Context: an optimization exercise on an open-source flow, tuned for small area. The choices shown serve that exercise and are no tape-out recipe.
Only simulation tests tie the RTL to the original design; equivalence was not proved.
The clock port is modelled as an ideal driver; clocking choices that lean on that would not hold on a real chip.

Setup of v22:
## car_video_top
module car_video_top #(
  parameter int H_ACTIVE = 1280,
  parameter int H_FRONT  = 110,
  parameter int H_SYNC   = 40,
  parameter int H_BACK   = 220,
  parameter int V_ACTIVE = 720,
  parameter int V_FRONT  = 5,
  parameter int V_SYNC   = 5,
  parameter int V_BACK   = 20
) (
  input wire clk_100mhz,
  input wire sys_rst,
  input wire psel,
  input wire penable,
  input wire pwrite,
  input wire car_video_pkg::apb_addr_t paddr,
  input wire car_video_pkg::apb_data_t pwdata,
  output car_video_pkg::apb_data_t prdata,
  output logic pready,
  output logic pslverr,
  input wire [3:0] btn,
  output car_video_pkg::tmds_word_t tmds_red,
  output car_video_pkg::tmds_word_t tmds_green,
  output car_video_pkg::tmds_word_t tmds_blue
);
clock: 13.4 ns
lec_check: 0
cap_margin: 10
core_margin: 2
core_utilization: 65
cts_buf_list: sky130_fd_sc_hd__clkbuf_8
gpl_timing_driven: 0
place_density: 0.8
setup_slack_margin: 0.8
slew_margin: 10
standard.sh (not shown) runs the stock make flow with config.mk's settings and CLKGATE_MAP_FILE= SYNTH_SCRIPT=/design/flow/synth_recipe.tcl, a recipe that flattens the netlist after the stock synthesis.
==> flow/flow/run.sh <==
#!/bin/bash
# The standard layout (standard.sh) with these changes:
#  - synthesis maps the logic with an area-oriented ABC script (flow/abc_area.script) in
#    place of ORFS's speed script; the rest of the synthesis script is ORFS's, unchanged,
#    so the registers are those of the standard synthesis
#  - after synthesis, full adders are flipped where that saves inverters (a full adder
#    with all inputs and outputs inverted is the same adder: flow/polfix.py); the result
#    is kept only if a SAT miter proves it equal to the synthesized netlist
#    (flow/check_equiv.sh); flip-flops are not touched
#  - port buffers are sky130_fd_sc_hd__buf_1 instead of the resizer's default pick
#  - the buffers ABC put in are removed at floorplan (repair_design re-buffers as needed)
#  - clock tree synthesis inserts no dummy loads, and clock buffers driving 12 or more
#    flip-flops are then swapped for clkbuf_16 (flow/post_cts.tcl) to keep clock slew low
set -euo pipefail
here=$PWD
res="$here/orfs/results/sky130hd/car_video_top/base"
rm -rf "$here/scripts_synth"
cp -r "$FLOW_HOME/scripts" "$here/scripts_synth"
cp "$here/flow/abc_area.script" "$here/scripts_synth/abc_speed.script"
SCRIPTS_DIR="$here/scripts_synth" bash standard.sh "$res/1_2_yosys.v" > synth.log 2>&1
cp "$res/1_2_yosys.v" "$here/yosys_abc.v"
if python3 "$here/flow/polfix.py" "$here/yosys_abc.v" "$here/yosys_polfix.v" > polfix.log 2>&1 &&
   bash "$here/flow/check_equiv.sh" "$here/yosys_abc.v" "$here/yosys_polfix.v" > check_equiv.log 2>&1; then
  echo "polarity fix proven equal; using it" >> polfix.log
  cp "$here/yosys_polfix.v" "$res/1_2_yosys.v"
else
  echo "polarity fix not used" >> polfix.log
fi
export BUFFER_PORTS_ARGS="-buffer_cell sky130_fd_sc_hd__buf_1"
export REMOVE_ABC_BUFFERS=1
export CTS_ARGS="-sink_clustering_enable -repair_clock_nets -dont_use_dummy_load -buf_list sky130_fd_sc_hd__clkbuf_8"
export POST_CTS_TCL="$here/flow/post_cts.tcl"
bash standard.sh > standard.log 2>&1
==> flow/flow/post_cts.tcl <==
set n_up 0
foreach inst [[ord::get_db_block] getInsts] {
  if {[[$inst getMaster] getName] ne "sky130_fd_sc_hd__clkbuf_8"} { continue }
  set net [[$inst findITerm X] getNet]
  if {$net eq "NULL"} { continue }
  set loads [expr {[llength [$net getITerms]] - 1}]
  if {$loads >= 12} {
    replace_cell [get_cells [$inst getName]] sky130_fd_sc_hd__clkbuf_16
    incr n_up
  }
}
puts "post_cts: upsized $n_up clock buffers"
if {$n_up > 0} {
  estimate_parasitics -placement
  detailed_placement
  check_placement -verbose
}
Other scripts of this flow, unchanged in this note and not shown: flow/flow/abc_area.script, flow/flow/check_equiv.sh, flow/flow/cutff.py, flow/flow/fa_models.v, flow/flow/polfix.py
--- input diff v22..v25 ---
-- flow/flow/run.sh --
<<< v22, line 10
#  - port buffers are sky130_fd_sc_hd__buf_1 instead of the resizer's default pick
#  - the buffers ABC put in are removed at floorplan (repair_design re-buffers as needed)
#  - clock tree synthesis inserts no dummy loads, and clock buffers driving 12 or more
#    flip-flops are then swapped for clkbuf_16 (flow/post_cts.tcl) to keep clock slew low
set -euo pipefail
>>> v25, line 10
#  - port buffers are sky130_fd_sc_hd__buf_1 instead of the resizer's default pick
#  - the buffers ABC put in are removed at floorplan (repair_design re-buffers as needed)
#  - clock tree synthesis inserts no dummy loads, and clock buffers driving 16 or more
#    flip-flops are then swapped for clkbuf_16 (flow/post_cts.tcl) to keep clock slew low
set -euo pipefail
-- flow/flow/post_cts.tcl --
<<< v22, line 5
  if {$net eq "NULL"} { continue }
  set loads [expr {[llength [$net getITerms]] - 1}]
  if {$loads >= 12} {
    replace_cell [get_cells [$inst getName]] sky130_fd_sc_hd__clkbuf_16
    incr n_up
>>> v25, line 5
  if {$net eq "NULL"} { continue }
  set loads [expr {[llength [$net getITerms]] - 1}]
  if {$loads >= 16} {
    replace_cell [get_cells [$inst getName]] sky130_fd_sc_hd__clkbuf_16
    incr n_up
==> flow/config.mk <==
export PLATFORM = sky130hd
export DESIGN_NAME = car_video_top
export DESIGN_NICKNAME = car_video_top
export VERILOG_FILES = /design/flow/design.v
export SDC_FILE = /design/flow/constraint.sdc
export NUM_CORES = 4
export LEC_CHECK = 0
export CAP_MARGIN = 10
export CORE_MARGIN = 2
export CORE_UTILIZATION = 78
export CTS_BUF_LIST = sky130_fd_sc_hd__clkbuf_8
export GPL_TIMING_DRIVEN = 0
export PLACE_DENSITY = 0.88
export SETUP_SLACK_MARGIN = 0.8
export SLEW_MARGIN = 10
Findings:
- In the final reports, the cell area of v25 is smaller than that of v22.
- Data arrival time at the worst-slack endpoint: v25 vs v22 up 90 ps
- Taking v22 as the reference point, the instance area after placement of v25 falls by 0.44%.
- Core util | v25 vs v22 | v25 higher

## v6
car_video_top again, from the RTL that the note above started with.
// car_video_top
module car_video_top #(
  parameter int H_ACTIVE = 1280,
  parameter int H_FRONT  = 110,
  parameter int H_SYNC   = 40,
  parameter int H_BACK   = 220,
  parameter int V_ACTIVE = 720,
  parameter int V_FRONT  = 5,
  parameter int V_SYNC   = 5,
  parameter int V_BACK   = 20
) (
  input wire clk_100mhz,
  input wire sys_rst,
  input wire psel,
  input wire penable,
  input wire pwrite,
  input wire car_video_pkg::apb_addr_t paddr,
  input wire car_video_pkg::apb_data_t pwdata,
  output car_video_pkg::apb_data_t prdata,
  output logic pready,
  output logic pslverr,
  input wire [3:0] btn,
  output car_video_pkg::tmds_word_t tmds_red,
  output car_video_pkg::tmds_word_t tmds_green,
  output car_video_pkg::tmds_word_t tmds_blue
);
export LEC_CHECK = 0
export CAP_MARGIN = 10
export CORE_MARGIN = 2
export CORE_UTILIZATION = 65
export CTS_BUF_LIST = sky130_fd_sc_hd__clkbuf_8
export GPL_TIMING_DRIVEN = 0
export PLACE_DENSITY = 0.8
export SETUP_SLACK_MARGIN = 0.8
export SLEW_MARGIN = 10
create_clock -name core_clock -period 13.4 [get_ports {clk_100mhz}]
==> flow/flow/run.sh <==
#!/bin/bash
# The standard layout (standard.sh) with these changes:
#  - synthesis maps the logic with an area-oriented ABC script (flow/abc_area.script) in
#    place of ORFS's speed script; the rest of the synthesis script is ORFS's, unchanged,
#    so the registers are those of the standard synthesis
#  - port buffers are sky130_fd_sc_hd__buf_1 instead of the resizer's default pick
#  - the buffers ABC put in are removed at floorplan (repair_design re-buffers as needed)
#  - clock tree synthesis inserts no dummy loads, and clock buffers driving 12 or more
#    flip-flops are then swapped for clkbuf_16 (flow/post_cts.tcl) to keep clock slew low
set -euo pipefail
here=$PWD
rm -rf "$here/scripts_synth"
cp -r "$FLOW_HOME/scripts" "$here/scripts_synth"
cp "$here/flow/abc_area.script" "$here/scripts_synth/abc_speed.script"
SCRIPTS_DIR="$here/scripts_synth" bash standard.sh synth > synth.log 2>&1
export BUFFER_PORTS_ARGS="-buffer_cell sky130_fd_sc_hd__buf_1"
export REMOVE_ABC_BUFFERS=1
export CTS_ARGS="-sink_clustering_enable -repair_clock_nets -dont_use_dummy_load -buf_list sky130_fd_sc_hd__clkbuf_8"
export POST_CTS_TCL="$here/flow/post_cts.tcl"
bash standard.sh > standard.log 2>&1
==> flow/flow/abc_area.script <==
strash
&get -n
&st
&syn2
&dch
&nf -R 1000
&st
&syn2
&dch
&nf -R 1000
&put
topo
==> flow/flow/post_cts.tcl <==
set n_up 0
foreach inst [[ord::get_db_block] getInsts] {
  if {[[$inst getMaster] getName] ne "sky130_fd_sc_hd__clkbuf_8"} { continue }
  set net [[$inst findITerm X] getNet]
  if {$net eq "NULL"} { continue }
  set loads [expr {[llength [$net getITerms]] - 1}]
  if {$loads >= 12} {
    replace_cell [get_cells [$inst getName]] sky130_fd_sc_hd__clkbuf_16
    incr n_up
  }
}
puts "post_cts: upsized $n_up clock buffers"
if {$n_up > 0} {
  estimate_parasitics -placement
  detailed_placement
  check_placement -verbose
}
v6 ended with every stage complete and zero timing, DRC or antenna violations.
> inputs changed (v6 -> v7)
-- flow/config.mk --
<<< v6, line 9
export CORE_MARGIN = 2
export CORE_UTILIZATION = 65
export CTS_BUF_LIST = sky130_fd_sc_hd__clkbuf_8
export GPL_TIMING_DRIVEN = 0
export PLACE_DENSITY = 0.8
export SETUP_SLACK_MARGIN = 0.8
>>> v7, line 9
export CORE_MARGIN = 2
export CORE_UTILIZATION = 78
export CTS_BUF_LIST = sky130_fd_sc_hd__clkbuf_8
export GPL_TIMING_DRIVEN = 0
export PLACE_DENSITY = 0.88
export SETUP_SLACK_MARGIN = 0.8
[summary]
Compared with v6, v7 shows total number of cells along the worst setup path higher by 6.
Relative to v6, arrival time reported for the critical path endpoint has increased by 0.14 ns in v7.
Standard cell core area, v7 and v6: larger value in v6
For die height, dividing the value from v7 by the value from v6 gives 0.915.
| setup slack | v7 vs v6 | worse |

## what the ideal ports hide
In the flow no input, the clock included, has a driving cell. The finished layouts below were timed again as built, in two steps.
Step 1: set_driving_cell puts a clkbuf_16 on clk_100mhz and a buf_2 on each other input, an assumption about the parent block.
Step 2 also shifts input and output timing later by t, the mid clock arrival at the registers, as if the neighbouring blocks saw the same clock.
Slacks: no drivers / after step 1 / after step 2; pairs: no drivers / after step 1.
run	shift t [ns]	setup slack, ns	worst register clock-pin slew, ns
v22	0.456	1.313 / 1.313 / 1.313	0.07 / 0.07
v25	0.444	1.220 / 1.220 / 1.220	0.10 / 0.10
v6	0.461	1.375 / 1.375 / 1.375	0.07 / 0.07
v7	0.446	1.230 / 1.230 / 1.230	0.08 / 0.08
After both steps every run listed still meets setup and hold.
